Context: an optimization exercise on an open-source flow, tuned for small area. The choices shown serve that exercise and are no tape-out recipe. Only simulation tests tie the RTL to the original design; equivalence was not proved. Power figures rest on the tool's default switching activity, not on a simulated workload.

**run.sh**
```bash
#!/bin/bash
# synth_recipe.tcl (not shown) runs the flow's synth.tcl, then flattens the netlist and writes it again
# the make line also repeats each setting of config.mk as NAME=value (left out here)
make -C /OpenROAD-flow-scripts/flow DESIGN_CONFIG=/design/flow/config.mk WORK_HOME=/design/flow/orfs CLKGATE_MAP_FILE= SYNTH_SCRIPT=/design/flow/synth_recipe.tcl finish
```
**config.mk**
```make
export PLATFORM = sky130hd
export DESIGN_NAME = modbusSlave
export DESIGN_NICKNAME = modbusSlave
export VERILOG_FILES = /design/flow/design.v
export SDC_FILE = /design/flow/constraint.sdc
export NUM_CORES = 4
export LEC_CHECK = 0
export CAP_MARGIN = 0
export CORE_MARGIN = 2
export CORE_UTILIZATION = 40
export CTS_BUF_LIST = sky130_fd_sc_hd__clkbuf_8
export CTS_CLUSTER_SIZE = 30
export SLEW_MARGIN = 0
```
**constraint.sdc**
```tcl
create_clock -name core_clock -period 10.0 [get_ports {clk}]
set_input_delay 2.0000 -clock core_clock [delete_from_list [all_inputs] [get_ports {clk}]]
set_output_delay 2.0000 -clock core_clock [all_outputs]
set_load 0.01 [all_outputs]
```
**design.v**
```verilog
package modbusPkg;
    typedef enum logic [7:0] {
        readHolding   = 8'h03,
        readInput     = 8'h04,
        writeMultiple = 8'h10
    } funcCode;
    typedef enum logic [7:0] {
        illegalFunction = 8'h01,
        illegalAddress  = 8'h02,
        illegalValue    = 8'h03
    } excCode;
    typedef logic [15:0] regWord;
    typedef logic [6:0] bufIndex;  
    localparam logic [15:0] maxReadQty = 16'd125;
    localparam logic [15:0] maxWriteQty = 16'd123;
    localparam logic [15:0] crcInit = 16'hFFFF;
    localparam logic [15:0] crcPoly = 16'hA001;
endpackage
`timescale 1ns/1ps
module modbusSlave (
    input  logic        clk,
    input  logic        rst,
    input  logic [7:0]  rxData,
    input  logic        rxValid,
    input  logic        parityError,
    input  logic        silence,
    output logic        rxAck,
    output logic [7:0]  txData,
    output logic        txReq,
    input  logic        txAck,
    output logic [23:0] wbAdr,
    output logic [15:0] wbDatOut,
    input  logic [15:0] wbDatIn,
    output logic        wbCyc,
    output logic        wbStb,
    output logic        wbWe,
    input  logic        wbAck
);
    localparam logic [3:0] R_STA = 4'd0, R_FUNC = 4'd1, R_AHI = 4'd2, R_ALO = 4'd3,
                           R_QHI = 4'd4, R_QLO = 4'd5, R_BC = 4'd6, R_DHI = 4'd7,
                           R_DLO = 4'd8, R_CLO = 4'd9, R_CHI = 4'd10, R_WAIT = 4'd11;
    localparam logic [4:0] T_IDLE = 5'd0, T_FLUSH = 5'd1, T_WFET = 5'd2, T_WBUS = 5'd3,
                           T_RBUS = 5'd4, T_STA = 5'd5, T_FUNC = 5'd6, T_EXC = 5'd7,
                           T_CNT = 5'd8, T_AHI = 5'd9, T_ALO = 5'd10, T_QHI = 5'd11,
                           T_QLO = 5'd12, T_DHI = 5'd13, T_DLO = 5'd14, T_CLO = 5'd15,
                           T_CHI = 5'd16;
    logic [3:0]  rstate;
    logic [3:0]  cur;
    logic [4:0]  tstate;
    logic [6:0]  func;
    logic [7:0]  startLo;
    logic [6:0]  qty;
    logic        hiBad;      
    logic        qtyHiBad;   
    logic [1:0]  exc;        
    logic [7:0]  dataHi;
    logic [6:0]  idx;
    logic [3:0]  phase;
    logic [15:0] crc;
    logic [15:0] crcNext;
    logic [7:0]  crcIn;
    logic [3:0][15:0] pend;
    logic [3:0]  pendV;
    logic        txBusy;
    logic        isWrite;
    logic        isInput;
    logic [6:0]  idxInc;
    logic        lastWord;
    logic        qtyOk;
    logic        rangeOk;
    logic [8:0]  rangeEnd;
    logic        decide;
    logic [1:0]  decideExc;
    logic        accept;
    assign txBusy   = (tstate != T_IDLE);
    assign isWrite  = func[4];
    assign isInput  = func[2];
    assign idxInc   = idx + 7'd1;
    assign lastWord = (idxInc == qty);
    assign cur      = silence ? R_STA : rstate;
    assign qtyOk    = !qtyHiBad && (rxData != 8'd0) && (rxData <= (isWrite ? 8'd123 : 8'd125));
    assign rangeEnd = {1'b0, startLo} + {1'b0, rxData};
    assign rangeOk  = !hiBad && (rangeEnd <= (isInput ? 9'd160 : 9'd200));
    assign crcIn = txBusy ? txData : rxData;
    always_comb begin
        crcNext = crc ^ {8'h00, crcIn};
        for (int i = 0; i < 8; i++) begin
            crcNext = crcNext[0] ? ((crcNext >> 1) ^ 16'hA001) : (crcNext >> 1);
        end
    end
    logic [1:0]  pk;
    logic [4:0]  pHi;        
    logic        wrNow;
    logic [8:0]  ringWe;
    logic [15:0] ringWd;
    logic [8:0][15:0] tail;
    logic [15:0] rdWord;
    assign pk     = phase[1:0];
    assign pHi    = idx[6:2] - {4'd0, (pk >= idx[1:0])};
    assign wrNow  = pendV[pk] && (pHi[1:0] == phase[3:2]);
    assign ringWd = pend[pk];
    always_comb begin
        for (int r = 0; r < 7; r++) ringWe[r] = wrNow && (pHi[4:2] == 3'(r));
        ringWe[7] = wrNow && (pHi[4:1] == 4'b1110);
        ringWe[8] = wrNow && (pHi == 5'b11110);
    end
    genvar g;
    for (g = 0; g < 9; g++) begin : ring
        localparam int L = (g < 7) ? 16 : ((g == 7) ? 8 : 4);
        logic [16*L-1:0] sr;
        always_ff @(posedge clk) begin
            sr <= {sr[16*L-17:0], ringWe[g] ? ringWd : sr[16*L-1 -: 16]};
        end
        assign tail[g] = sr[16*L-1 -: 16];
    end
    always_comb begin
        if (idx[6:4] == 3'd7) rdWord = idx[3] ? tail[8] : tail[7];
        else rdWord = tail[idx[6:4]];
    end
    assign txReq    = (tstate >= T_STA);
    assign wbCyc    = (tstate == T_WBUS) || (tstate == T_RBUS);
    assign wbStb    = wbCyc;
    assign wbWe     = isWrite;
    assign wbAdr    = {3'b101, isInput, 12'h000, startLo + {1'b0, idx}};
    assign wbDatOut = pend[0];
    always_comb begin
        case (tstate)
            T_STA:   txData = 8'h37;
            T_FUNC:  txData = {(exc != 2'd0), func};
            T_EXC:   txData = {6'd0, exc};
            T_CNT:   txData = {qty, 1'b0};
            T_ALO:   txData = startLo;
            T_QLO:   txData = {1'b0, qty};
            T_DHI:   txData = pend[0][15:8];
            T_DLO:   txData = pend[0][7:0];
            T_CLO:   txData = crc[7:0];
            T_CHI:   txData = crc[15:8];
            default: txData = 8'h00;
        endcase
    end
    always_comb begin
        decide = 1'b0;
        decideExc = 2'd0;
        accept = 1'b0;
        if (rxValid && !parityError) begin
            case (cur)
                R_FUNC: if (!(rxData == 8'h03 || rxData == 8'h04 || rxData == 8'h10)) begin
                    decide = 1'b1; decideExc = 2'd1;
                end
                R_QLO: if (!qtyOk) begin
                    decide = 1'b1; decideExc = 2'd3;
                end else if (!isWrite && !rangeOk) begin
                    decide = 1'b1; decideExc = 2'd2;
                end
                R_BC: if (rxData != {qty, 1'b0}) begin
                    decide = 1'b1; decideExc = 2'd3;
                end else if (hiBad) begin
                    decide = 1'b1; decideExc = 2'd2;
                end
                R_CHI: if (crcNext == 16'h0000) begin
                    decide = 1'b1; accept = 1'b1;
                end
                default: ;
            endcase
        end
    end
    always_ff @(posedge clk) begin
        rxAck <= rxValid;
        phase <= rst ? 4'd0 : phase + 4'd1;
        if (rst || decide || (silence && !txBusy)) begin
            crc <= 16'hFFFF;
        end else if (txBusy) begin
            if (txReq && txAck && !(tstate == T_CLO || tstate == T_CHI)) crc <= crcNext;
        end else if (rxValid) begin
            crc <= crcNext;
        end
        if (wrNow) pendV[pk] <= 1'b0;
        if (rst) begin
            rstate <= R_STA;
            pendV <= 4'd0;
        end else if (!rxValid) begin
            rstate <= cur;
        end else if (parityError) begin
            rstate <= R_WAIT;
        end else begin
            case (cur)
                R_STA:  rstate <= (txBusy || rxData != 8'h37) ? R_WAIT : R_FUNC;
                R_FUNC: begin
                    func <= rxData[6:0];
                    rstate <= decide ? R_WAIT : R_AHI;
                end
                R_AHI: begin
                    hiBad <= (rxData != 8'd0);
                    rstate <= R_ALO;
                end
                R_ALO: begin
                    startLo <= rxData;
                    rstate <= R_QHI;
                end
                R_QHI: begin
                    qtyHiBad <= (rxData != 8'd0);
                    rstate <= R_QLO;
                end
                R_QLO: begin
                    qty <= rxData[6:0];
                    hiBad <= !rangeOk;
                    rstate <= decide ? R_WAIT : (isWrite ? R_BC : R_CLO);
                end
                R_BC: begin
                    idx <= 7'd0;
                    rstate <= decide ? R_WAIT : R_DHI;
                end
                R_DHI: begin
                    dataHi <= rxData;
                    rstate <= R_DLO;
                end
                R_DLO: begin
                    pend[idx[1:0]] <= {dataHi, rxData};
                    pendV[idx[1:0]] <= 1'b1;
                    idx <= idxInc;
                    rstate <= lastWord ? R_CLO : R_DHI;
                end
                R_CLO:  rstate <= R_CHI;
                default: rstate <= R_WAIT;  
            endcase
        end
        if (rst) begin
            tstate <= T_IDLE;
        end else begin
            case (tstate)
                T_IDLE: if (decide) begin
                    exc <= decideExc;
                    if (accept && isWrite) begin
                        tstate <= T_FLUSH;
                    end else begin
                        tstate <= T_STA;
                        idx <= 7'd0;
                    end
                end
                T_FLUSH: if (pendV == 4'd0) begin
                    idx <= 7'd0;
                    tstate <= T_WFET;
                end
                T_WFET: if (phase == idx[3:0]) begin
                    pend[0] <= rdWord;
                    tstate <= T_WBUS;
                end
                T_WBUS: if (wbAck) begin
                    idx <= idxInc;
                    tstate <= lastWord ? T_STA : T_WFET;
                end
                T_RBUS: if (wbAck) begin
                    pend[0] <= wbDatIn;
                    tstate <= T_DHI;
                end
                default: if (txAck) begin
                    case (tstate)
                        T_STA:  tstate <= T_FUNC;
                        T_FUNC: tstate <= (exc != 2'd0) ? T_EXC : (isWrite ? T_AHI : T_CNT);
                        T_EXC:  tstate <= T_CLO;
                        T_CNT:  tstate <= T_RBUS;
                        T_AHI:  tstate <= T_ALO;
                        T_ALO:  tstate <= T_QHI;
                        T_QHI:  tstate <= T_QLO;
                        T_QLO:  tstate <= T_CLO;
                        T_DHI:  tstate <= T_DLO;
                        T_DLO: begin
                            idx <= idxInc;
                            tstate <= lastWord ? T_CLO : T_RBUS;
                        end
                        T_CLO:  tstate <= T_CHI;
                        default: tstate <= T_IDLE;
                    endcase
                end
            endcase
        end
    end
endmodule
```
==> flow_summary.yaml, run 1 <==
placement:
  routabilityCongestion: 0.887
  dp_slack_ns: 2.76
  hpwl_um: 56800
  placed_cell_area_mm2: 0.0547
  io_buffers: 68
worst_setup_path:
  critPathBufInv: 2
  crit_path_end_kind: "flop"
  crit_required_ns: 10.72
  critPathMaxStageDelay_ns: 1.01
  ff2ff_setup_slack_ns: 4.50
  crit_chain: "clkdlybuf4s50_1 > ha_1 > inv_1 > fa_1 > nand2b_1 > a21oi_1 > o21ai_0 > a21boi_0 > a21oi_1 > ha_1 > nand2_1 > nor4_1 > o32ai_1 > nand3_1 > and4_1 > nor2_1 > a21o_1 > a31o_4 > a211oi_4 > o211ai_1"
  crit_path_start: "rxData[0]"
  cp_data_arrival_time_ns: 7.04
  worstReg2RegStart: "tstate[4]"
  setup.worst_path.class: "in2reg"
  cp_top_family: "compound AO/OA/AOI/OAI gates"
  reg2reg_to: "crc[6]"
  r2r_cells: 15
  cpMaxStageDelayCell: "clkdlybuf4s50_1"
  critPathLaunchType: "input port"
  worst-path-stages: 20
  path_max_fanout: 17
global_route:
  antenna_found_initial: 5
  grt_pass1_vias: 24700
  grt_max_degree: 56
  grt_pass1_wl_um: 144000
  grt_usage: 0.144
  overflow: 0
hold_path:
  hold_start: "ring[0].sr[126]"
  whs_path_depth: 0
  hold_path_class: "reg2reg"
  min_to: "ring[0].sr[142]"
logic_synthesis:
  netlist_instances: 3328
  synth_warnings: 1
  yosysMostFrequentCell: "dfxtp_1"
  ys_seq_elements: 2123
  synth_top_area_cell: "dfxtp_1"
  synth_cell_type_count: 77
  synth.area.top_cells: "dfxtp_1, edfxtp_1, mux2_2"
  async_reset_ff_frac: 0
  synth-main-ff-cell: "dfxtp_1"
  synth_top_area_share: 0.784
  avgSynthCellArea_um2: 15.7
  synth_edf_count: 82
  synthesis.area_mm2: 0.0521
  synth_common_cells: "dfxtp_1, mux2_2, nand2_1"
  seq_area_frac_synth: 0.832
die:
  die_w_um: 365
  start_util: 0.403
  io_pins: 84
  die_h_um: 365
  row_count: 132
  coreArea_mm2: 0.129
  dieArea_mm2: 0.133
clock_network:
  cts_max_path_buffers: 4
  htree_levels: 5
  path_clk_slew_ns: 0.07
  cts_sinks: 2123
  root_buffer: "clkbuf_8"
  clk-insertion-delay-late_ns: 0.94
  cts_tree: "yes"
  post_cts_buffers: 0
  cts_buffers: 318
  ctsHoldBuffers: 0
  cts_resized: 0
routing:
  vias: 24500
  drt_wl_total_um: 94700
  dr.pass1.iters: 6
  drt-vias-per-instance: 4.37
  ant_nets: 0
  routedWlPerCell_um: 16.9
  drcViolationCount: 0
  drt_iter0_drc: 1891
sta:
  period_share: 0.632
  setup_viol: 0
  hold_viol_final: 0
  max_freq_mhz: 158
  rsz0062_at_grt: "false"
  slew_violations: 0
  whs_ns: 0.271
  tightest_slew_ns: 1.07
  setup_tns_ns: 0
  fin_ws_ns: 3.68
  max_slew_margin: 0.285
  fin_crit_ns: 6.32
  finalClockSkew_ns: 0.0625
final_layout:
  fin_nets: 3708
  drive_gt1_frac: 0.182
  fill_cells: 11200
  area.growth.synth_to_final_pct: 16.7
  fin_area_mm2: 0.0608
power:
  cellPowerDensity_mw_per_mm2: 273
  p_leak_uw: 0.0245
  ir_worst_vdd_v: 0.000156
run_status:
  outcome: "complete, no violations"
flow_run:
  maxCapViolCount: 0
[layout by cell type, fill, tap and decap left out, drive strengths merged, types with 26 or more instances in the layout]
cell           Yosys  final
ha                33     33
inv               82    198
nor2              77     77
clkdlybuf4s50      0     67
mux2i             27     27
dfxtp           2041   2041
a21oi             76     76
nand3             26     26
mux2             162    162
mux4              49     49
buf               53     35
nand2            135    135
clkinv             2     32
edfxtp            82     82
o21ai             89     89
xnor2             35     35
nor3              30     30
clkbuf            68    385
[cell type report]
cell class,count,area (um^2),share of cell area
flip-flops and latches,2123,43300,0.713
multi-input cells,1013,7950,0.131
clock buffers,385,5300,0.0872
well taps,1742,2180,0.0359
repair buffers,102,931,0.0153
clock inverters,153,787,0.0129
inverters,84,315,0.00519
diodes,1,2.50,0.0000412
[registers in the layout, summed over array words and instances, names as in the netlist, 5 cells and up]
name / count
func: 7
ring.sr: 1984
dataHi: 8
startLo: 8
tstate: 5
qty: 7
idx: 7
pend: 64
crc: 16
[worst max-delay path by stage]
stage	to	slack, ns
after floorplan	tstate[1]	4.46
after global placement	crc[9]	2.76
after detailed placement	crc[9]	2.76
after CTS	crc[6]	3.79
after global routing	crc[14]	3.26
final	crc[6]	3.68
[layer usage]
| metal | part of all wire | vias to the layer above | track usage |
|---|---|---|---|
| met1 | 0.49 | 11800 | 0.205 |
| met4 | 0.030 | 0 | 0.0634 |
| li1 | - | 11700 | - |
| met3 | 0.073 | 195 | 0.0447 |
| met2 | 0.41 | 774 | 0.200 |
| met5 | 0 | - | 0 |
[report_power, final]
| part | switching, uW | total (uW) | internal [uW] | leakage [uW] |
|---|---|---|---|---|
| clock | 2980 | 6570 | 3600 | 0.00357 |
| sequential | 173 | 8780 | 8610 | 0.0172 |
| combinational | 767 | 1260 | 488 | 0.00371 |
[cells by family (layout without fill, tap and decap cells)]
kind of cell | after synthesis | count (layout) | synth area share
other | 2 | 16 | 0.000144
AO/OA/AOI/OAI | 296 | 296 | 0.0364
multiplexers | 238 | 238 | 0.0614
adder cells (fa/ha/maj) | 35 | 35 | 0.00869
XOR/XNOR | 58 | 58 | 0.00990
buffers and inverters | 205 | 724 | 0.0176
AND/OR/NAND/NOR | 371 | 371 | 0.0343
flip-flops | 2123 | 2123 | 0.832
[metrics by stage]
step	std cells	util	total power, uW
final	5603	0.470	16600
after global routing	5603	0.470	17300
after CTS	5602	0.470	16800
after detailed placement	5064	0.423	10200
after global placement	5064	0.423	10200
after floorplan	3341	-	9730
==> inputs of run 2 (changes only) <==
--- a/config.mk
+++ b/config.mk
@@ -6,8 +6,6 @@
 export NUM_CORES = 4
 export LEC_CHECK = 0
-export CAP_MARGIN = 0
+export CAP_MARGIN = 20
 export CORE_MARGIN = 2
 export CORE_UTILIZATION = 40
-export CTS_BUF_LIST = sky130_fd_sc_hd__clkbuf_8
-export CTS_CLUSTER_SIZE = 30
-export SLEW_MARGIN = 0
+export SLEW_MARGIN = 20
==> run 2 against run 1 <==
Against the previous run:
- non-clock buffer count unchanged
- sequential share of layout area decreased by 0.61 points
- critical path depth unchanged
- clock power increased by 12%
- count of clock-buffer cells in the layout decreased by 114
- power increased by 4.8%
==> flow_summary.yaml, run 2 <==
sta:
  tightest_slew_ns: 1.08
  finalClockSkew_ns: 0.0312
  fin_ws_ns: 3.50
  rsz0062_at_grt: "false"
  period_share: 0.650
  slew_violations: 0
  setup_viol: 0
  hold_viol_final: 0
  max_freq_mhz: 154
  setup_tns_ns: 0
  fin_crit_ns: 6.50
  max_slew_margin: 0.277
logic_synthesis:
  synth-main-ff-cell: "dfxtp_1"
  synth_top_area_cell: "dfxtp_1"
  muxShareOfSynthArea: 0.0614
  synth_simple_gate_area_frac: 0.0343
  synth.area.top_cells: "dfxtp_1, edfxtp_1, mux2_2"
  synthXorXnorAreaFrac: 0.00990
  synthesis.area_mm2: 0.0521
  yosysMostFrequentCell: "dfxtp_1"
  avgSynthCellArea_um2: 15.7
  async_reset_ff_frac: 0
  synth-compound-area-share: 0.0364
  synth_top_area_share: 0.784
  synth_top_family_by_area: "multiplexers"
  ys_seq_elements: 2123
  synth_cell_type_count: 77
  synth_edf_count: 82
  netlist_instances: 3328
  synth_warnings: 1
  seq_area_frac_synth: 0.832
  synth_common_cells: "dfxtp_1, mux2_2, nand2_1"
  synth-adder-area-share: 0.00869
routing:
  drt-vias-per-instance: 4.40
  drt_iter0_drc: 1905
  drt_wl_total_um: 93800
  vias: 23800
  dr.pass1.iters: 7
  routedWlPerCell_um: 17.3
  drcViolationCount: 0
  ant_nets: 0
global_route:
  grt_pass1_vias: 23400
  grt_usage: 0.142
  overflow: 0
  antenna_found_initial: 3
  grt_pass1_wl_um: 142000
  grt_max_degree: 56
worst_setup_path:
  crit_path_end_kind: "flop"
  crit_required_ns: 10.59
  critPathMaxStageDelay_ns: 1.04
  cpMaxStageDelayCell: "clkdlybuf4s50_1"
  setup.worst_path.class: "in2reg"
  cp_data_arrival_time_ns: 7.10
  critPathLaunchType: "input port"
  cp_top_family: "compound AO/OA/AOI/OAI gates"
  critPathBufInv: 2
  path_max_fanout: 17
  crit_chain: "clkdlybuf4s50_1 > ha_1 > inv_1 > fa_1 > nand2b_1 > a21oi_1 > o21ai_0 > a21boi_0 > a21oi_1 > ha_1 > nand2_1 > nor4_1 > o32ai_1 > nand3_1 > and4_1 > nor2_1 > a21o_1 > a31o_4 > a211oi_4 > o211ai_1"
power:
  internal-power_uw: 13400
  cellPowerDensity_mw_per_mm2: 284
  p_seq_frac: 0.504
  p_leak_uw: 0.0242
  p_clk_frac: 0.424
  ir_worst_vdd_v: 0.000163
  p_comb_frac: 0.072
  switchingPower_uw: 4000
  p_total_uw: 17400
  switching_share: 0.230
placement:
  routabilityCongestion: 0.887
  io_buffers: 68
  dpl.cell_count: 5064
  hpwl_um: 56800
  dp_slack_ns: 2.76
clock_network:
  path_clk_slew_ns: 0.07
  cts_tree: "yes"
  cts_resized: 0
  htree_levels: 4
  ctsHoldBuffers: 0
  cts_buffers: 186
  cts_max_path_buffers: 3
  cts_sinks: 2123
  root_buffer: "clkbuf_16"
  clk-insertion-delay-late_ns: 0.78
  post_cts_buffers: 0
die:
  die_w_um: 365
  io_pins: 84
  row_count: 132
  start_util: 0.403
  dieArea_mm2: 0.133
  coreArea_mm2: 0.129
  die_h_um: 365
hold_path:
  hold_path_class: "reg2reg"
final_layout:
  largest_register_ffs: 1984
  area.growth.synth_to_final_pct: 17.7
  final_cell_mix: "dfxtp_1, clkbuf_16, mux2_2, nand2_1, o21ai_0"
  layout_commonest_cell: "dfxtp_1"
  drive_gt1_frac: 0.161
  finish.utilization: 0.474
  finalNonFillerCells: 5412
  fin_nets: 3576
  top_register: "ring.sr"
run_status:
  outcome: "complete, no violations"
flow_run:
  maxCapViolCount: 0
-- run 2: layout make-up --
class / instances / area [um^2]
clock inverters: 75 / 1010
multi-input cells: 1013 / 7950
fillers: 11000 / 68000
diodes: 2 / 5.00
inverters: 84 / 315
clock buffers: 271 / 5600
well taps: 1742 / 2180
repair buffers: 102 / 931
flip-flops and latches: 2123 / 43300
-- run 2: routing by layer --
metal	GRT usage	part of all wire	up-vias
met1	0.207	0.50	11500
li1	-	-	11400
met5	0	0	-
met3	0.0359	0.068	174
met4	0.0593	0.031	0
met2	0.199	0.40	693
-- run 2: power by group through the flow --
stage	Clock (uW)	Combinational [uW]	Sequential (uW)
after CTS	7550	1250	8770
after global placement	0	1230	8960
final	7380	1250	8780
after detailed placement	0	1240	8960
after floorplan	0	885	8840
after global routing	7910	1360	8770
-- run 2: kinds of logic after synthesis --
| family | Yosys count |
|---|---|
| DFF | 2123 |
| and+or+nand+nor | 371 |
| AOI/OAI and AO/OA | 296 |
| muxes | 238 |
| buffers and inverters | 205 |
| xor gates and xnor gates | 58 |
| adders and majority gates | 35 |
| other | 2 |
-- run 2: path summary, 6_finish.rpt --
check,startpoint,endpoint,slack [ns],cells past startpoint
worst max-delay path,rxData[0],crc[6],3.50,20
worst min-delay path,ring[7].sr[110],ring[7].sr[126],0.31,0
worst max register to register,tstate[4],crc[6],4.49,15
worst min register to register,ring[7].sr[110],ring[7].sr[126],0.31,0
-- run 2: through the flow --
stage | hold WS (ns) | area (um^2)
CTS | 0.293 | 61300
finish | 0.305 | 61300
global placement | 0.310 | 54700
floorplan | 0.310 | 52100
detailed placement | 0.312 | 54700
global route | 0.298 | 61300
==> inputs of run 3 (changes only) <==
==> flow/run.sh (new file) <==
#!/bin/bash
# Standard ORFS layout with a leaner clock tree (no dummy loads, small clusters of clkbuf_4)
# and plain buf_1 port buffers. Each step's full log stays under orfs/logs; make's output
# goes to flow_make.log.
set -euo pipefail
export CTS_ARGS="-sink_clustering_enable -repair_clock_nets -dont_use_dummy_load -buf_list sky130_fd_sc_hd__clkbuf_4 -sink_clustering_size 10 -sink_clustering_max_diameter 40"
export BUFFER_PORTS_ARGS="-buffer_cell sky130_fd_sc_hd__buf_1"
bash standard.sh > flow_make.log 2>&1
==> standard.sh (new file) <==
#!/bin/bash
# synth_recipe.tcl (not shown) runs the flow's synth.tcl, then flattens the netlist and writes it again
# the make line also repeats each setting of config.mk as NAME=value (left out here)
make -C /OpenROAD-flow-scripts/flow DESIGN_CONFIG=/design/flow/config.mk WORK_HOME=/design/flow/orfs CLKGATE_MAP_FILE= SYNTH_SCRIPT=/design/flow/synth_recipe.tcl "${@:-finish}"
--- a/config.mk
+++ b/config.mk
@@ -8,4 +8,5 @@
 export CAP_MARGIN = 20
 export CORE_MARGIN = 2
-export CORE_UTILIZATION = 40
+export CORE_UTILIZATION = 60
+export PLACE_DENSITY = 0.72
 export SLEW_MARGIN = 20
removed: run.sh
==> run 3 against run 2 <==
Against the previous run:
- still clean
- wire length grew 1.5%
- count of clock-buffer cells in the layout shrank 30
- clock power shrank 53%
- final cell count shrank 13%
==> flow_summary.yaml, run 3 <==
worst_setup_path:
  cp_top_family: "flip-flops"
  critPathLaunchType: "flop"
  crit_path_end_kind: "output pin"
  setup.worst_path.class: "reg2out"
  critPathMaxStageDelay_ns: 0.97
  crit_required_ns: 8.00
  ff2ff_setup_slack_ns: 4.30
  path_max_fanout: 26
  critPathBufInv: 1
  cpMaxStageDelayCell: "dfxtp_1"
  crit_chain: "or3_1 > nor2_1 > a2111oi_0 > nand2_1 > buf_1"
  cp_data_arrival_time_ns: 3.72
sta:
  tightest_slew_ns: 1.11
  hold_viol_final: 0
  fin_crit_ns: 5.72
  slew_violations: 0
  period_share: 0.572
  finalClockSkew_ns: 0.118
  max_freq_mhz: 175
  setup_tns_ns: 0
  max_slew_margin: 0.254
  setup_viol: 0
  whs_ns: 0.254
  fin_ws_ns: 4.28
  rsz0062_at_grt: "false"
global_route:
  grt_max_degree: 56
  grt_pass1_vias: 25100
  overflow: 0
  grt_pass1_wl_um: 146000
  antenna_found_initial: 8
  grt_usage: 0.219
routing:
  dr.pass1.iters: 6
  routedWlPerCell_um: 20.1
  drt_wl_total_um: 95200
  drt-vias-per-instance: 5.05
  drcViolationCount: 0
  drt_iter0_drc: 1407
  vias: 23800
  ant_nets: 0
final_layout:
  largest_register_ffs: 1984
  final_cell_mix: "dfxtp_1, clkbuf_4, mux2_2, nand2_1, o21ai_0"
  layout_commonest_cell: "dfxtp_1"
  area.growth.synth_to_final_pct: 6.35
  fin_nets: 3633
  top_register: "ring.sr"
  finish.utilization: 0.642
  drive_gt1_frac: 0.144
power:
  cellPowerDensity_mw_per_mm2: 242
  p_total_uw: 13400
  ir_worst_vdd_v: 0.000174
  p_leak_uw: 0.0218
logic_synthesis:
  synth-main-ff-cell: "dfxtp_1"
  synthesis.area_mm2: 0.0521
  synth_common_cells: "dfxtp_1, mux2_2, nand2_1"
  avgSynthCellArea_um2: 15.7
  yosysMostFrequentCell: "dfxtp_1"
  synth_top_area_share: 0.784
  async_reset_ff_frac: 0
  ys_seq_elements: 2123
  synth_edf_count: 82
  synth_warnings: 1
  synth_top_area_cell: "dfxtp_1"
  seq_area_frac_synth: 0.832
  netlist_instances: 3328
  synth.area.top_cells: "dfxtp_1, edfxtp_1, mux2_2"
  synth_cell_type_count: 77
die:
  row_count: 108
  coreArea_mm2: 0.0863
  die_h_um: 299
  dieArea_mm2: 0.0892
  io_pins: 84
  die_w_um: 299
  start_util: 0.603
clock_network:
  htree_levels: 4
  cts_tree: "yes"
  path_clk_slew_ns: 0.09
  cts_resized: 0
  post_cts_buffers: 0
  ctsHoldBuffers: 0
  cts_max_path_buffers: 3
  clk-insertion-delay-late_ns: 1.15
  cts_sinks: 2123
  root_buffer: "clkbuf_4"
  cts_buffers: 241
placement:
  routabilityCongestion: 0.896
  dp_slack_ns: 3.50
  hpwl_um: 60000
  io_buffers: 68
hold_path:
  hold_path_class: "reg2reg"
run_status:
  outcome: "complete, no violations"
flow_run:
  maxCapViolCount: 0
run 3: cell counts after synthesis:
No cell type changed its count.
run 3: report_power, final:
group / switching (uW) / internal [uW] / total, uW
clock: 2340 / 1100 / 3440
combinational: 796 / 426 / 1220
sequential: 169 / 8590 / 8760
run 3: cell type report:
type	instances	area, um^2
antenna	6	15.0
clock buffer	241	1810
fill	6124	30900
inverter	84	315
multi-input combinational	1013	7960
sequential	2123	43300
tap	1155	1450
timing repair buffer	104	527
run 3: stage by stage:
step	area, um^2	std cells
global route	55400	4723
detailed placement	53600	4479
CTS	55400	4720
finish	55400	4726
floorplan	52100	3341
global placement	53600	4479
run 3: cells by family (layout without fill, tap and decap cells):
group	count (synthesis)	count (layout)	share of synthesized area
AO/OA/AOI/OAI	296	296	0.0364
XOR/XNOR	58	58	0.00990
adder cells (fa/ha/maj)	35	35	0.00869
buffers and inverters	205	429	0.0176
flip-flops	2123	2123	0.832
multiplexers	238	238	0.0614
other	2	21	0.000144
AND/OR/NAND/NOR	371	371	0.0343
run 3: final timing paths:
| path | from | to | cells past startpoint |
|---|---|---|---|
| setup / recovery | tstate[3] | txData[2] | 5 |
| hold / removal | ring[3].sr[59] | ring[3].sr[75] | 0 |
| hold reg to reg | ring[3].sr[59] | ring[3].sr[75] | 0 |
| setup reg to reg | tstate[3] | crc[0] | 15 |
run 3: worst register-to-register path, stage by stage, from the launching register on:
cell and delay, ns:
dfxtp_1 0.97, or3_1 0.39, nor2_1 0.18, a2111oi_0 0.59, a31oi_1 0.19, xnor2_1 0.48
xnor2_1 0.20, xnor2_1 0.17, xnor2_1 0.27, ha_1 0.31, xor2_1 0.20, nor3_1 0.07
and4b_1 0.31, a31o_4 0.35, a211oi_4 0.60, o21ai_0 0.18
run 3: per-layer routing:
metal  GRT usage  up-vias  wire length, um
li1            -    11500                -
met4       0.103        8             3590
met5           0        -               50
met1       0.308    11500            45300
met3      0.0614      214             6140
met2       0.315      699            40100
==> inputs of run 4 (changes only) <==
--- a/config.mk
+++ b/config.mk
@@ -8,5 +8,4 @@
 export CAP_MARGIN = 20
 export CORE_MARGIN = 2
-export CORE_UTILIZATION = 60
-export PLACE_DENSITY = 0.72
+export CORE_UTILIZATION = 40
 export SLEW_MARGIN = 20
==> run 4 against run 3 <==
Against the previous run:
- still clean
- final cell count rose by 12%
- non-clock buffer count down 1
- hold slack lost 0.037 ns
- via count is essentially flat
- maximum frequency is 3.4% higher
- clock power hardly changed
- count of clock-buffer cells in the layout is 2 lower
- sequential power barely moved
- worst setup slack improved by 0.19 ns
- critical endpoint is now crc[0]
- highest routed layer is now met4
==> flow_summary.yaml, run 4 <==
worst_setup_path:
  crit_required_ns: 10.94
  setup.worst_path.class: "reg2reg"
  worstReg2RegStart: "tstate[1]"
  cp_data_arrival_time_ns: 6.48
  reg2reg_to: "crc[0]"
  r2r_cells: 15
  critPathLaunchType: "flop"
  endpoint: "crc[0]"
  crit_path_end_kind: "flop"
  crit_path_start: "tstate[1]"
  ff2ff_setup_slack_ns: 4.47
  path_max_fanout: 32
final_layout:
  area.growth.synth_to_final_pct: 7.70
  fin_nets: 3630
  finalNonFillerCells: 5310
  top_register: "ring.sr"
  largest_register_ffs: 1984
  fin_area_mm2: 0.0561
  finish.utilization: 0.434
  fill_cells: 11600
  drive_gt1_frac: 0.144
  layout_commonest_cell: "dfxtp_1"
  final_cell_mix: "dfxtp_1, clkbuf_4, mux2_2, nand2_1, o21ai_0"
clock_network:
  clk-insertion-delay-late_ns: 1.12
  ctsHoldBuffers: 0
  post_cts_buffers: 0
  path_clk_slew_ns: 0.10
  cts_sinks: 2123
  cts_tree: "yes"
  cts_max_path_buffers: 3
  htree_levels: 4
  cts_buffers: 239
  cts_resized: 0
  root_buffer: "clkbuf_4"
global_route:
  grt_usage: 0.140
  overflow: 0
  grt_pass1_vias: 23200
  antenna_found_initial: 6
  grt_max_degree: 56
  grt_pass1_wl_um: 140000
die:
  die_w_um: 365
  row_count: 132
  io_pins: 84
  start_util: 0.403
  die_h_um: 365
  dieArea_mm2: 0.133
  coreArea_mm2: 0.129
routing:
  ant_nets: 0
  vias: 23900
  drcViolationCount: 0
  drt-vias-per-instance: 4.49
  routedWlPerCell_um: 17.3
  drt_wl_total_um: 91700
  dr.pass1.iters: 7
  drt_iter0_drc: 1845
logic_synthesis:
  yosysMostFrequentCell: "dfxtp_1"
  synth_warnings: 1
  synth_simple_gate_area_frac: 0.0343
  netlist_instances: 3328
  synth_common_cells: "dfxtp_1, mux2_2, nand2_1"
  synth-adder-area-share: 0.00869
  synthXorXnorAreaFrac: 0.00990
  synth-compound-area-share: 0.0364
  synth_top_area_share: 0.784
  synthesis.area_mm2: 0.0521
  synth-main-ff-cell: "dfxtp_1"
  synth_top_family_by_area: "multiplexers"
  synth.area.top_cells: "dfxtp_1, edfxtp_1, mux2_2"
  avgSynthCellArea_um2: 15.7
  synth_edf_count: 82
  seq_area_frac_synth: 0.832
  ys_seq_elements: 2123
  synth_top_area_cell: "dfxtp_1"
  async_reset_ff_frac: 0
  muxShareOfSynthArea: 0.0614
  synth_cell_type_count: 77
power:
  switchingPower_uw: 3290
  switching_share: 0.245
  p_comb_frac: 0.090
  p_clk_frac: 0.257
  internal-power_uw: 10100
  ir_worst_vdd_v: 0.000129
  cellPowerDensity_mw_per_mm2: 239
  p_seq_frac: 0.654
  p_leak_uw: 0.0218
  p_total_uw: 13400
flow_run:
  maxCapViolCount: 0
sta:
  fin_crit_ns: 5.53
  slew_violations: 0
  period_share: 0.553
  tightest_slew_ns: 1.08
  max_freq_mhz: 181
  finalClockSkew_ns: 0.124
  rsz0062_at_grt: "false"
  hold_viol_final: 0
  max_slew_margin: 0.280
  setup_tns_ns: 0
  setup_viol: 0
hold_path:
  hold_path_class: "reg2reg"
placement:
  routabilityCongestion: 0.868
  placed_cell_area_mm2: 0.0543
  io_buffers: 68
  dpl.cell_count: 5065
  hpwl_um: 57000
run_status:
  outcome: "complete, no violations"
## run 4: cell counts after synthesis
Identical to the previous run, type by type.
## run 4: how the worst min path moves through the flow
stage | startpoint | endpoint | slack, ns | depth (start not counted)
6_report | ring[3].sr[151] | ring[3].sr[167] | 0.22 | 0
2_1_floorplan | ring[0].sr[84] | ring[0].sr[100] | 0.31 | 0
3_3_place_gp | ring[8].sr[3] | ring[8].sr[19] | 0.31 | 0
4_1_cts | ring[3].sr[151] | ring[3].sr[167] | 0.19 | 0
5_1_grt | ring[3].sr[151] | ring[3].sr[167] | 0.21 | 0
3_5_place_dp | ring[2].sr[208] | ring[2].sr[224] | 0.31 | 0
## run 4: worst max-delay path, cell delays in order, from the launching register on
cell	delay, ns
dfxtp_1	0.31
buf_4	0.24
or3_1	0.53
nor3_2	0.75
a21oi_1	0.20
xnor2_1	0.55
xnor2_1	0.19
xor2_1	0.20
xnor2_1	0.27
ha_1	0.31
xor2_1	0.22
nor3_1	0.07
and4b_1	0.31
a31o_4	0.33
a211oi_4	0.66
o21ai_0	0.18
## run 4: routing by layer
| metal | vias up | global-route usage | part of all wire | wire (um) |
|---|---|---|---|---|
| met1 | 11500 | 0.207 | 0.50 | 46300 |
| met4 | 0 | 0.0536 | 0.025 | 2260 |
| met2 | 669 | 0.195 | 0.41 | 37200 |
| met3 | 191 | 0.0348 | 0.064 | 5910 |
| met5 | - | 0 | 0 | 0 |
| li1 | 11500 | - | - | - |
## run 4: layout make-up
| type | count | area, um^2 | share of cell area |
|---|---|---|---|
| repair buffers | 103 | 519 | 0.00925 |
| diodes | 6 | 15.0 | 0.000268 |
| well taps | 1742 | 2180 | 0.0388 |
| clock buffers | 239 | 1790 | 0.0320 |
| flip-flops and latches | 2123 | 43300 | 0.772 |
| multi-input cells | 1013 | 7960 | 0.142 |
| inverters | 84 | 315 | 0.00562 |
## run 4: through the flow
step                      hold WS [ns]  setup slack (ns)
final                            0.217              4.47
after global placement           0.310              3.54
after CTS                        0.188              4.39
after floorplan                  0.310              4.46
after detailed placement         0.312              3.51
after global routing             0.206              4.17
## run 4: cell families (layout without fill, tap and decap cells)
kind of cell / after synthesis / after routing
other: 2 / 21
adders and majority gates: 35 / 35
xor gates and xnor gates: 58 / 58
DFF: 2123 / 2123
muxes: 238 / 238
AOI/OAI and AO/OA: 296 / 296
and+or+nand+nor: 371 / 371
buffers and inverters: 205 / 426
## run 4: power groups by stage
stage	sequential, uW	clock [uW]	combinational (uW)
floorplan	8840	0	885
CTS	8750	3640	1200
detailed placement	8940	0	1200
global placement	8940	0	1170
finish	8750	3440	1200
global route	8760	3970	1300
==> inputs of run 5 (changes only) <==
--- a/design.v
+++ b/design.v
@@ -40,12 +40,11 @@
                            R_QHI = 4'd4, R_QLO = 4'd5, R_BC = 4'd6, R_DHI = 4'd7,
                            R_DLO = 4'd8, R_CLO = 4'd9, R_CHI = 4'd10, R_WAIT = 4'd11;
-    localparam logic [4:0] T_IDLE = 5'd0, T_FLUSH = 5'd1, T_WFET = 5'd2, T_WBUS = 5'd3,
-                           T_RBUS = 5'd4, T_STA = 5'd5, T_FUNC = 5'd6, T_EXC = 5'd7,
-                           T_CNT = 5'd8, T_AHI = 5'd9, T_ALO = 5'd10, T_QHI = 5'd11,
-                           T_QLO = 5'd12, T_DHI = 5'd13, T_DLO = 5'd14, T_CLO = 5'd15,
-                           T_CHI = 5'd16;
+    localparam logic [3:0] T_IDLE = 4'd0, T_WFET = 4'd1, T_WBUS = 4'd2, T_RBUS = 4'd3,
+                           T_STA = 4'd4, T_FUNC = 4'd5, T_EXC = 4'd6, T_CNT = 4'd7,
+                           T_AHI = 4'd8, T_ALO = 4'd9, T_QHI = 4'd10, T_QLO = 4'd11,
+                           T_DHI = 4'd12, T_DLO = 4'd13, T_CLO = 4'd14, T_CHI = 4'd15;
     logic [3:0]  rstate;
     logic [3:0]  cur;
-    logic [4:0]  tstate;
+    logic [3:0]  tstate;
     logic [6:0]  func;
     logic [7:0]  startLo;
@@ -61,5 +60,10 @@
     logic [7:0]  crcIn;
     logic [3:0][15:0] pend;
-    logic [3:0]  pendV;
+    logic [3:0]  pendV;      
+    logic [1:0]  pSel;
+    logic [15:0] pOut;
+    logic [15:0] pIn;
+    logic        pLoad;
+    logic [6:0]  idxDec;
     logic        txBusy;
     logic        isWrite;
@@ -77,4 +81,5 @@
     assign isInput  = func[2];
     assign idxInc   = idx + 7'd1;
+    assign idxDec   = idx - 7'd1;
     assign lastWord = (idxInc == qty);
     assign cur      = silence ? R_STA : rstate;
@@ -92,20 +97,21 @@
     logic [4:0]  pHi;        
     logic        wrNow;
-    logic [8:0]  ringWe;
+    logic [7:0]  ringWe;
     logic [15:0] ringWd;
-    logic [8:0][15:0] tail;
+    logic [7:0][15:0] tail;
     logic [15:0] rdWord;
     assign pk     = phase[1:0];
     assign pHi    = idx[6:2] - {4'd0, (pk >= idx[1:0])};
-    assign wrNow  = pendV[pk] && (pHi[1:0] == phase[3:2]);
-    assign ringWd = pend[pk];
+    assign wrNow  = !txBusy && pendV[pk] && (pHi[1:0] == phase[3:2]);
+    assign pSel   = txBusy ? idx[1:0] : pk;
+    assign pOut   = pend[pSel];
+    assign ringWd = pOut;
     always_comb begin
         for (int r = 0; r < 7; r++) ringWe[r] = wrNow && (pHi[4:2] == 3'(r));
         ringWe[7] = wrNow && (pHi[4:1] == 4'b1110);
-        ringWe[8] = wrNow && (pHi == 5'b11110);
     end
     genvar g;
-    for (g = 0; g < 9; g++) begin : ring
-        localparam int L = (g < 7) ? 16 : ((g == 7) ? 8 : 4);
+    for (g = 0; g < 8; g++) begin : ring
+        localparam int L = (g < 7) ? 16 : 8;
         logic [16*L-1:0] sr;
         always_ff @(posedge clk) begin
@@ -115,6 +121,5 @@
     end
     always_comb begin
-        if (idx[6:4] == 3'd7) rdWord = idx[3] ? tail[8] : tail[7];
-        else rdWord = tail[idx[6:4]];
+        rdWord = tail[idx[6:4]];
     end
     assign txReq    = (tstate >= T_STA);
@@ -123,5 +128,5 @@
     assign wbWe     = isWrite;
     assign wbAdr    = {3'b101, isInput, 12'h000, startLo + {1'b0, idx}};
-    assign wbDatOut = pend[0];
+    assign wbDatOut = pOut;
     always_comb begin
         case (tstate)
@@ -132,6 +137,6 @@
             T_ALO:   txData = startLo;
             T_QLO:   txData = {1'b0, qty};
-            T_DHI:   txData = pend[0][15:8];
-            T_DLO:   txData = pend[0][7:0];
+            T_DHI:   txData = pOut[15:8];
+            T_DLO:   txData = pOut[7:0];
             T_CLO:   txData = crc[7:0];
             T_CHI:   txData = crc[15:8];
@@ -139,4 +144,8 @@
         endcase
     end
+    assign pIn   = !txBusy ? {dataHi, rxData} : (isWrite ? rdWord : wbDatIn);
+    assign pLoad = (rxValid && !parityError && !txBusy && cur == R_DLO)
+                || (tstate == T_WFET && !pendV[idx[1:0]] && phase == idx[3:0])
+                || (tstate == T_RBUS && wbAck);
     always_comb begin
         decide = 1'b0;
@@ -176,4 +185,5 @@
         end
         if (wrNow) pendV[pk] <= 1'b0;
+        if (pLoad) pend[idx[1:0]] <= pIn;
         if (rst) begin
             rstate <= R_STA;
@@ -209,4 +219,5 @@
                 R_BC: begin
                     idx <= 7'd0;
+                    pendV <= 4'd0;
                     rstate <= decide ? R_WAIT : R_DHI;
                 end
@@ -216,5 +227,4 @@
                 end
                 R_DLO: begin
-                    pend[idx[1:0]] <= {dataHi, rxData};
                     pendV[idx[1:0]] <= 1'b1;
                     idx <= idxInc;
@@ -232,5 +242,7 @@
                     exc <= decideExc;
                     if (accept && isWrite) begin
-                        tstate <= T_FLUSH;
+                        idx <= idxDec;
+                        pendV <= 4'b1111;
+                        tstate <= T_WFET;
                     end else begin
                         tstate <= T_STA;
@@ -238,18 +250,13 @@
                     end
                 end
-                T_FLUSH: if (pendV == 4'd0) begin
-                    idx <= 7'd0;
-                    tstate <= T_WFET;
-                end
-                T_WFET: if (phase == idx[3:0]) begin
-                    pend[0] <= rdWord;
+                T_WFET: if (pendV[idx[1:0]] || phase == idx[3:0]) begin
                     tstate <= T_WBUS;
                 end
                 T_WBUS: if (wbAck) begin
-                    idx <= idxInc;
-                    tstate <= lastWord ? T_STA : T_WFET;
+                    pendV[idx[1:0]] <= 1'b0;
+                    idx <= idxDec;
+                    tstate <= (idx == 7'd0) ? T_STA : T_WFET;
                 end
                 T_RBUS: if (wbAck) begin
-                    pend[0] <= wbDatIn;
                     tstate <= T_DHI;
                 end
==> run 5 against run 4 <==
Against the previous run:
- clock skew increased by 0.012 ns
- non-clock buffer count rose by 3
- power rose by 1.9%
- die area shrank 1.9%
- still clean on timing, DRC and antenna
- maximum frequency is 16% lower
- sequential share of layout area shrank 0.56 points
- core utilization fell by 0.12 points
- largest cell class unchanged
- final cell count shrank 2.8%
- wire length decreased by 0.28%
- sequential power is 3.8% lower
- highest routed layer unchanged
- register-to-register slack worse by 0.81 ns
==> flow_summary.yaml, run 5 <==
die:
  row_count: 131
  coreArea_mm2: 0.127
  dieArea_mm2: 0.131
  die_w_um: 361
  start_util: 0.401
  io_pins: 84
  die_h_um: 361
global_route:
  overflow: 0
  antenna_found_initial: 3
  grt_max_degree: 65
  grt_pass1_wl_um: 140000
  grt_pass1_vias: 23300
  grt_usage: 0.141
logic_synthesis:
  netlist_instances: 3250
  synth.area.top_cells: "dfxtp_1, edfxtp_1, mux2_2"
  synth_edf_count: 98
  synth_top_area_cell: "dfxtp_1"
  ys_seq_elements: 2058
  synth_cell_type_count: 94
  seq_area_frac_synth: 0.826
  synthesis.area_mm2: 0.0511
  synth-main-ff-cell: "dfxtp_1"
  async_reset_ff_frac: 0
  avgSynthCellArea_um2: 15.7
  yosysMostFrequentCell: "dfxtp_1"
  synth_top_area_share: 0.768
  synth_warnings: 1
  synth_common_cells: "dfxtp_1, mux2_2, edfxtp_1"
worst_setup_path:
  critPathLaunchType: "flop"
  crit_path_end_kind: "output pin"
  cp_data_arrival_time_ns: 4.59
  crit_chain: "buf_4 > or4_1 > o21ai_4 > buf_4 > mux2i_1 > nor2_1 > a31oi_1 > buf_1"
  critPathMaxStageDelay_ns: 0.76
  path_common_cell: "buf_4"
  crit_required_ns: 8.00
  cpMaxStageDelayCell: "or4_1"
  path_max_fanout: 34
  r2r_cells: 21
  setup.worst_path.class: "reg2out"
power:
  switching_share: 0.266
  cellPowerDensity_mw_per_mm2: 248
  p_comb_frac: 0.136
  p_total_uw: 13600
  internal-power_uw: 10000
  ir_worst_vdd_v: 0.000109
  p_leak_uw: 0.0216
  p_seq_frac: 0.617
  switchingPower_uw: 3620
  p_clk_frac: 0.247
clock_network:
  root_buffer: "clkbuf_4"
  cts_buffers: 237
  ctsHoldBuffers: 0
  post_cts_buffers: 0
  cts_sinks: 2058
  cts_max_path_buffers: 3
  cts_resized: 0
  path_clk_slew_ns: 0.09
  clk-insertion-delay-late_ns: 1.12
  htree_levels: 4
  cts_tree: "yes"
final_layout:
  fill_cells: 11400
  final_cell_mix: "dfxtp_1, clkbuf_4, mux2_2, edfxtp_1, inv_1"
  fin_nets: 3561
  layout_commonest_cell: "dfxtp_1"
  area.growth.synth_to_final_pct: 7.76
  largest_register_ffs: 1920
  top_register: "ring.sr"
  finish.utilization: 0.433
  drive_gt1_frac: 0.139
routing:
  routedWlPerCell_um: 17.7
  vias: 23600
  ant_nets: 0
  drt_iter0_drc: 1710
  drt-vias-per-instance: 4.57
  drt_wl_total_um: 91400
  dr.pass1.iters: 5
  drcViolationCount: 0
sta:
  fin_ws_ns: 3.41
  slew_violations: 0
  rsz0062_at_grt: "false"
  fin_crit_ns: 6.59
  setup_tns_ns: 0
  max_freq_mhz: 152
  tightest_slew_ns: 0.991
  hold_viol_final: 0
  setup_viol: 0
  finalClockSkew_ns: 0.136
  max_slew_margin: 0.339
  period_share: 0.659
placement:
  io_buffers: 68
  dp_slack_ns: 2.83
  routabilityCongestion: 0.893
  hpwl_um: 55600
hold_path:
  hold_path_class: "reg2reg"
  whs_path_depth: 0
flow_run:
  maxCapViolCount: 0
run_status:
  outcome: "complete, no violations"
==> run 5: cell count changes in the layout (fill, tap and decap cells not counted), sizes merged, moves of 10 or more <==
cell,delta
dfxtp,-81
a211oi,+11
nand2,-43
nand3,+10
inv,+10
a21oi,-18
edfxtp,+16
mux2i,+28
a221oi,+13
mux2,-31
o21ai,-51
o22ai,+49
a22oi,-16
==> run 5: cell families (layout without fill, tap and decap cells) <==
| family | Yosys count | after routing | synth area share |
|---|---|---|---|
| flops | 2058 | 2058 | 0.826 |
| simple gates | 347 | 347 | 0.0353 |
| compound gates | 311 | 311 | 0.0432 |
| mux | 229 | 229 | 0.0586 |
| buf+inv | 207 | 437 | 0.0172 |
| xor+xnor | 61 | 61 | 0.0106 |
| fa+ha+maj | 35 | 35 | 0.00887 |
| other cells | 2 | 19 | 0.000147 |
==> run 5: area by class of cell <==
type	count	area [um^2]	share of cell area
sequential	2058	42200	0.767
multi-input combinational	998	8080	0.147
tap	1662	2080	0.0378
clock buffer	237	1780	0.0323
timing repair buffer	106	541	0.00982
inverter	94	353	0.00641
antenna	4	10.0	0.000182
==> run 5: final timing paths <==
kind	from	endpoint	slack [ns]
setup / recovery	tstate[2]	wbDatOut[15]	3.41
hold / removal	ring[3].sr[75]	ring[3].sr[91]	0.24
setup reg to reg	tstate[2]	idx[1]	3.66
hold reg to reg	ring[3].sr[75]	ring[3].sr[91]	0.24
==> run 5: stage by stage <==
| step | hold slack, ns | area, um^2 | cells |
|---|---|---|---|
| after floorplan | 0.310 | 51100 | 3263 |
| final | 0.243 | 55000 | 5159 |
| after detailed placement | 0.312 | 53200 | 4918 |
| after global placement | 0.310 | 53200 | 4918 |
| after global routing | 0.211 | 55000 | 5159 |
| after CTS | 0.224 | 55000 | 5155 |
==> run 5: worst max-delay path: cells and delay by family, from the launching register on <==
kind / cells / cell delay (ns)
compound gates: 2 / 0.92
simple gates: 2 / 0.83
mux: 1 / 0.41
flops: 1 / 0.31
buf+inv: 3 / 1.09
==> run 5: power by group through the flow <==
| stage | sequential [uW] | combinational [uW] | clock, uW |
|---|---|---|---|
| after floorplan | 8540 | 1250 | 0 |
| after global placement | 8610 | 1830 | 0 |
| after detailed placement | 8610 | 1850 | 0 |
| after CTS | 8420 | 1850 | 3550 |
| after global routing | 8430 | 2000 | 3900 |
| final | 8420 | 1850 | 3370 |
==> run 5: per-layer routing <==
layer | global-route usage | up-vias | wire [um]
met5 | 0 | - | 0
met4 | 0.0600 | 0 | 2790
met3 | 0.0338 | 167 | 5950
met2 | 0.203 | 709 | 38100
met1 | 0.203 | 11300 | 44600
li1 | - | 11400 | -

==> what the ideal ports hide <==
Ports are ideal in the flow. The routed layouts listed here were re-timed in OpenROAD.
Step 1 sets driving cells, clkbuf_16 on the clock port and buf_2 on the other inputs (assumed; they add their load-dependent delay and slew).
Step 2 also shifts input and output timing later by t, the mid clock arrival at the registers, as if the neighbouring blocks saw the same clock.
a / b / c = no drivers / after step 1 / after step 2; a / b = the first two.
run	shift t [ns]	setup WS [ns]	worst hold slack (ns)	latest minus earliest clock arrival (ns)	worst slew at a driven data input, ns
run 1	0.980	3.681 / 3.714 / 2.734	0.271 / 0.271 / 0.271	0.064 / 0.064	0.11
run 2	0.835	3.498 / 3.536 / 2.700	0.305 / 0.305 / 0.305	0.039 / 0.039	0.11
run 3	1.149	4.283 / 4.224 / 3.420	0.254 / 0.254 / 0.254	0.124 / 0.124	0.09
run 4	1.144	4.468 / 4.453 / 3.511	0.217 / 0.217 / 0.217	0.162 / 0.162	0.09
run 5	1.105	3.412 / 3.343 / 2.814	0.243 / 0.243 / 0.243	0.161 / 0.160	0.10
After both steps every run listed still meets setup and hold. The setup slack of run 4, which loses most, moves by -0.015 ns with the drivers and by -0.957 ns with both steps.
